Context: an optimization exercise on an open-source flow, tuned for small area, a short achievable clock period and few clock cycles per item. The choices shown serve that exercise and are no tape-out recipe. At most, simulation tests tie the RTL to the original design; equivalence was not proved. No activity file was given, so power comes from the tool's default toggle rates.

harbor:
==> flow/design.v (excerpt) <==
module pointer_motion_scaler_unit (
  input  logic               clk,
  input  logic               rst,
  input  logic               ev_valid,
  output logic               ev_ready,
  input  logic               ev_func,
  input  logic [2:0]         ev_event_kind,
  input  logic signed [15:0] ev_motion_value,
  input  logic               ev_sync_flag,
  input  logic [2:0]         ev_action,
  output logic               res_valid,
  input  logic               res_ready,
  output logic signed [15:0] res_scaled_value,
  output logic               res_keep_event
);
make LEC_CHECK=0 ABC_AREA=1 CAP_MARGIN=20 CORE_MARGIN=2 CORE_UTILIZATION=40 SLEW_MARGIN=20 finish   # period 10.0 ns
run.sh (not shown) runs the stock make flow with config.mk's settings and CLKGATE_MAP_FILE= SYNTH_SCRIPT=/design/flow/synth_recipe.tcl, a recipe that flattens the netlist after the stock synthesis.
Modified inputs, onyx compared to harbor
# harbor
export LEC_CHECK = 0
export ABC_AREA = 1
export CAP_MARGIN = 20
export CORE_MARGIN = 2
export CORE_UTILIZATION = 40
export SLEW_MARGIN = 20
create_clock -name core_clock -period 10.0 [get_ports {clk}]
# onyx
export LEC_CHECK = 0
export CAP_MARGIN = 20
export CORE_MARGIN = 2
export CORE_UTILIZATION = 40
export SETUP_SLACK_MARGIN = 4.0
export SLEW_MARGIN = 20
create_clock -name core_clock -period 10.0 [get_ports {clk}]
### Flow results
onyx finished every step from synthesis to the final layout, and the layout passed the timing, DRC and antenna checks. Sequential element share of the synthesized area for onyx: 0.64 points down relative to harbor. Changes observed in onyx relative to harbor: setup slack +950 ps; number of levels the H-tree was split into ~0 delta.
> inputs changed (onyx -> ember)
# onyx
export LEC_CHECK = 0
export CAP_MARGIN = 20
export CORE_MARGIN = 2
export CORE_UTILIZATION = 40
export SETUP_SLACK_MARGIN = 4.0
export SLEW_MARGIN = 20
create_clock -name core_clock -period 10.0 [get_ports {clk}]
# ember
export LEC_CHECK = 0
export CAP_MARGIN = 20
export CORE_MARGIN = 2
export CORE_UTILIZATION = 40
export SLEW_MARGIN = 20
create_clock -name core_clock -period 10.0 [get_ports {clk}]
Findings:
ember vs onyx: non-clock buffer count down by more than 10%
~same fraction of area in clock buffers and inverters in onyx and ember
Looking at class of the most critical setup path, the reg -> reg result is from ember; the in -> out one comes from onyx.
The higher total power consumption of the routed design of onyx and ember is in onyx.
Per the comparison of ember with onyx, summed area of non-filler cells in the final layout went down by about 2%; maximum achievable frequency decreased by 10% relative to the old numbers; final worst-path setup slack decreased 660 ps.
No functional check of the RTL was part of any run of this note.

========
## xenon
Another version of the RTL of pointer_motion_scaler_unit (not shown whole).
Size in the first run: about 120 flip-flops, roughly 47 I/O pins, ~11000 um2 of cells after synthesis.
Settings: LEC_CHECK=0, ABC_AREA=1, CAP_MARGIN=20, CORE_MARGIN=2, CORE_UTILIZATION=60, CTS_BUF_LIST=sky130_fd_sc_hd__clkbuf_8, SETUP_SLACK_MARGIN=5, SLEW_MARGIN=20; clock period 10.0 ns.
Testbench counts of xenon, summed over its fixed seeds: cycles 8,012, items 8,000.
diff inputs: xenon => yarrow
- CORE_UTILIZATION: 60 -> 40
- CTS_CLUSTER_SIZE: unset -> 30
==> comparison <==
- Register-to-register slack was lower in xenon than in yarrow.
- Die outline width (lower): xenon
- On final design utilization: between xenon and yarrow, it ends up lower for yarrow.
- Going from xenon to yarrow, clock-buffer cell count went up 1, weighted congestion reported at the end of routability-driven placement fell 6.8%, worst setup margin increased by 3.5 ps relative to the old numbers, power saw a decrease, fraction of power spent switching nets saw a decrease.
- xenon ended up with in2reg as its classification of the worst setup path; yarrow ended up with in2out.
- Against xenon, yarrow reports a critical path depth that is lower.
- Between yarrow and xenon, it is yarrow whose number of rows in the core area is higher, by 22%.
- Relative to xenon, the final cell area reported for yarrow is higher.
Input-level comparison between amber and yarrow:
- CTS_CLUSTER_SIZE no longer set, was 30
- CORE_UTILIZATION now 25, was 40
Results
amber finished every stage and its layout cleared the timing, DRC and antenna checks.
In summary, yarrow completed successfully, with a layout that passed the timing, DRC and antenna checks.
From amber to yarrow, synthesized cell count did not move at all.
From yarrow to amber the numbers moved as follows: total routing usage reported by global routing -7.2 points; combinational cell power -about 2%; post-placement worst setup slack -58 ps; sequential share of power +0.2 points.
Diff amber and yarrow: met2 wirelength from detailed routing higher in yarrow
Diff amber and yarrow: first-iteration DRC count higher in yarrow
From yarrow to amber the numbers moved as follows: number of vias after detailed routing held; tapcell count went up 59%; floorplan die area went up 58%.

========
Another version of the RTL of pointer_motion_scaler_unit (not shown whole).
For scale: about 120 flip-flops, ~47 I/O pins.
Design pointer_motion_scaler_unit, start of the top module:
module pointer_motion_scaler_unit (
  input  logic               clk,
  input  logic               rst,
  input  logic               ev_valid,
  output logic               ev_ready,
  input  logic               ev_func,
  input  logic [2:0]         ev_event_kind,
  input  logic signed [15:0] ev_motion_value,
  input  logic               ev_sync_flag,
  input  logic [2:0]         ev_action,
  output logic               res_valid,
  input  logic               res_ready,
  output logic signed [15:0] res_scaled_value,
  output logic               res_keep_event
);
  function automatic logic [1:0] q0tab(input logic [6:0] x);
    case (x)
      7'd0: q0tab = 2'd1;
      7'd1: q0tab = 2'd1;
      7'd2: q0tab = 2'd0;
      7'd3: q0tab = 2'd0;
      7'd4: q0tab = 2'd0;
      7'd5: q0tab = 2'd0;
      7'd6: q0tab = 2'd2;
      7'd7: q0tab = 2'd2;
      7'd8: q0tab = 2'd1;
      7'd9: q0tab = 2'd1;
      7'd10: q0tab = 2'd0;
  ...
==> flow/config.mk <==
export PLATFORM = sky130hd
export DESIGN_NAME = pointer_motion_scaler_unit
export DESIGN_NICKNAME = pointer_motion_scaler_unit
export VERILOG_FILES = /design/flow/design.v
export SDC_FILE = /design/flow/constraint.sdc
export NUM_CORES = 4
export LEC_CHECK = 0
export ABC_AREA = 1
export CAP_MARGIN = 20
export CORE_MARGIN = 2
export CORE_UTILIZATION = 40
export SLEW_MARGIN = 20
==> flow/constraint.sdc <==
create_clock -name core_clock -period 10.0 [get_ports {clk}]
set_input_delay 2.0000 -clock core_clock [delete_from_list [all_inputs] [get_ports {clk}]]
set_output_delay 2.0000 -clock core_clock [all_outputs]
set_load 0.01 [all_outputs]
standard.sh (not shown) runs the stock make flow with config.mk's settings and CLKGATE_MAP_FILE= SYNTH_SCRIPT=/design/flow/synth_recipe.tcl, a recipe that flattens the netlist after the stock synthesis.
==> flow/flow/run.sh <==
#!/bin/bash
cp standard.sh standard.sh.txt
export SETUP_SLACK_MARGIN=5.6
bash standard.sh > standard.log 2>&1
Testbench counts at the start, summed over its fixed seeds: cycles 8,012, items 8,000.
Next try:
==> flow/run.sh (new file) <==
#!/bin/bash
# synth_recipe.tcl (not shown) runs the flow's synth.tcl, then flattens the netlist and writes it again
# the make line also repeats each setting of config.mk as NAME=value (left out here)
make -C /OpenROAD-flow-scripts/flow DESIGN_CONFIG=/design/flow/config.mk WORK_HOME=/design/flow/orfs CLKGATE_MAP_FILE= SYNTH_SCRIPT=/design/flow/synth_recipe.tcl finish
SETUP_SLACK_MARGIN = 5   (was not set)
removed: flow/flow/run.sh
removed: flow/standard.sh
What happened: The new run finished clean; non-clock buffer count falls by 45; power falls by about a fifth; area after synthesis is unchanged.

========
pointer_motion_scaler_unit with an RTL version that a note above also has.
Size: ~1600 cells after synthesis, roughly 120 flip-flops, roughly 47 I/O pins, roughly 11000 sq um of cells after synthesis.
clock: 10.0 ns
lec_check: 0
abc_area: 1
cap_margin: 20
core_margin: 2
core_utilization: 40
cts_buf_list: sky130_fd_sc_hd__clkbuf_8
cts_cluster_diameter: 200
cts_cluster_size: 40
setup_slack_margin: 5
slew_margin: 20
run.sh (not shown) runs the stock make flow with config.mk's settings and CLKGATE_MAP_FILE= SYNTH_SCRIPT=/design/flow/synth_recipe.tcl, a recipe that flattens the netlist after the stock synthesis.
Stock flow here: none of the scripts above is used.
Testbench counts at the start, summed over its fixed seeds: cycles 8,012, items 8,000.
Change:
- CTS_CLUSTER_DIAMETER: 200 -> not set
- CTS_CLUSTER_SIZE: 40 -> not set
- PLACE_DENSITY: not set -> 0.5
Synthesized cell count stays the same.
Non-clock buffer count came out higher by 17.
Routed wire length is higher by 9.0%.
Change:
- ABC_AREA: 1 -> 0
- PLACE_DENSITY: 0.5 -> not set
Cell area came out higher by 5.4%.
Clock power went up by about 2%.
Utilization is about the same.
Worst setup slack loses 0.19 ns.
Count of clock-buffer cells in the layout does not change.
Change:
- ABC_AREA: 0 -> 1
- GPL_ROUTABILITY_DRIVEN: not set -> 0
- GPL_TIMING_DRIVEN: not set -> 1
Utilization goes down by 0.59 points.
Design area goes down by 6.4%.
Synthesized area goes down by 3.9%.
Die area goes down by 3.9%.
Count of clock-buffer cells in the layout is unchanged.
Total power goes down by 7.6%.
Cell count goes up by 8.7%.
Wire length goes down by 3.5%.
Worst setup slack gets better by 0.19 ns.
Clock skew goes down by 0.013 ns.
Sequential power goes up by 4.9%.

========
Setup of run 1:
Another version of the RTL of pointer_motion_scaler_unit (not shown whole).
For scale: ~47 I/O pins, ~0.014 sq mm of cells after synthesis.
make LEC_CHECK=0 ABC_AREA=1 CAP_MARGIN=20 CORE_MARGIN=2 CORE_UTILIZATION=40 SLEW_MARGIN=20 finish   # period 10.0 ns
Run 1 finished end to end and its layout was clean on timing, DRC and antenna.
Testbench counts of run 1, summed over its fixed seeds: cycles 8,016, items 8,000.
--- input diff run 1..run 2 ---
diff --git a/flow/config.mk b/flow/config.mk
--- a/flow/config.mk
+++ b/flow/config.mk
@@ -10,3 +10,4 @@
 export CORE_MARGIN = 2
 export CORE_UTILIZATION = 40
+export SETUP_SLACK_MARGIN = 5.0
 export SLEW_MARGIN = 20
### Flow results
Run 2 has completed all stages; timing, DRC and antenna checks passed.
Looking at final wirelength, run 2 sits 1.0% higher than run 1 does.
When run 2 is set beside run 1, its clock power turns out to be about 1% larger.
Summary — core utilization, run 2 relative to run 1: higher, by 0.78 points.

-- separate check: timing with driven ports --
No port has a modelled driver above. Below, the same layouts with a new extraction and two added sets of constraints. Step 1 assumes that a clkbuf_16 drives the clock port and a buf_2 every other input. Step 2 moves the port delays by t, midway between the first and last clock arrival at a register: inputs arrive t later, outputs are due t later. That takes back most of the time a late clock gives input paths. a / b / c = no drivers / after step 1 / after step 2; a / b = the first two.
| run | shift t [ns] | setup slack, ns | slew at the worst register clock pin (ns) | worst slew at a driven data input, ns | cell pins on the clock port's net |
|---|---|---|---|---|---|
| harbor | 0.476 | 3.307 / 3.283 / 3.283 | 0.06 / 0.06 | 0.03 | 1 |
| onyx | 0.472 | 4.255 / 4.235 / 3.861 | 0.06 / 0.06 | 0.03 | 1 |
| ember | 0.469 | 3.597 / 3.597 / 3.597 | 0.06 / 0.06 | 0.03 | 1 |
| xenon | 0.494 | 5.120 / 5.104 / 4.645 | 0.08 / 0.08 | 0.03 | 1 |
| yarrow | 0.476 | 5.123 / 5.097 / 4.710 | 0.09 / 0.09 | 0.03 | 1 |
| amber | 0.523 | 5.097 / 5.088 / 4.600 | 0.08 / 0.08 | 0.04 | 1 |
| the first run of note 3 | 0.467 | 5.464 / 5.464 / 5.266 | 0.07 / 0.07 | 0.04 | 1 |
| the second run of note 3 | 0.468 | 5.104 / 5.081 / 4.750 | 0.07 / 0.07 | 0.04 | 1 |
| the first run of note 4 | 0.476 | 5.123 / 5.097 / 4.710 | 0.09 / 0.09 | 0.03 | 1 |
| the second run of note 4 | 0.492 | 5.126 / 5.098 / 4.727 | 0.10 / 0.10 | 0.03 | 1 |
| the third run of note 4 | 0.479 | 4.934 / 4.934 / 4.645 | 0.11 / 0.11 | 0.04 | 1 |
| the fourth run of note 4 | 0.499 | 5.126 / 5.099 / 4.683 | 0.09 / 0.09 | 0.03 | 1 |
| run 1 | 0.473 | 4.252 / 4.229 / 4.229 | 0.07 / 0.07 | 0.04 | 1 |
| run 2 | 0.475 | 5.072 / 5.050 / 4.755 | 0.07 / 0.07 | 0.04 | 1 |
After both steps setup and hold are still met in every run listed. The setup slack of amber, which loses most, moves by -0.009 ns with the drivers and by -0.497 ns with both steps.
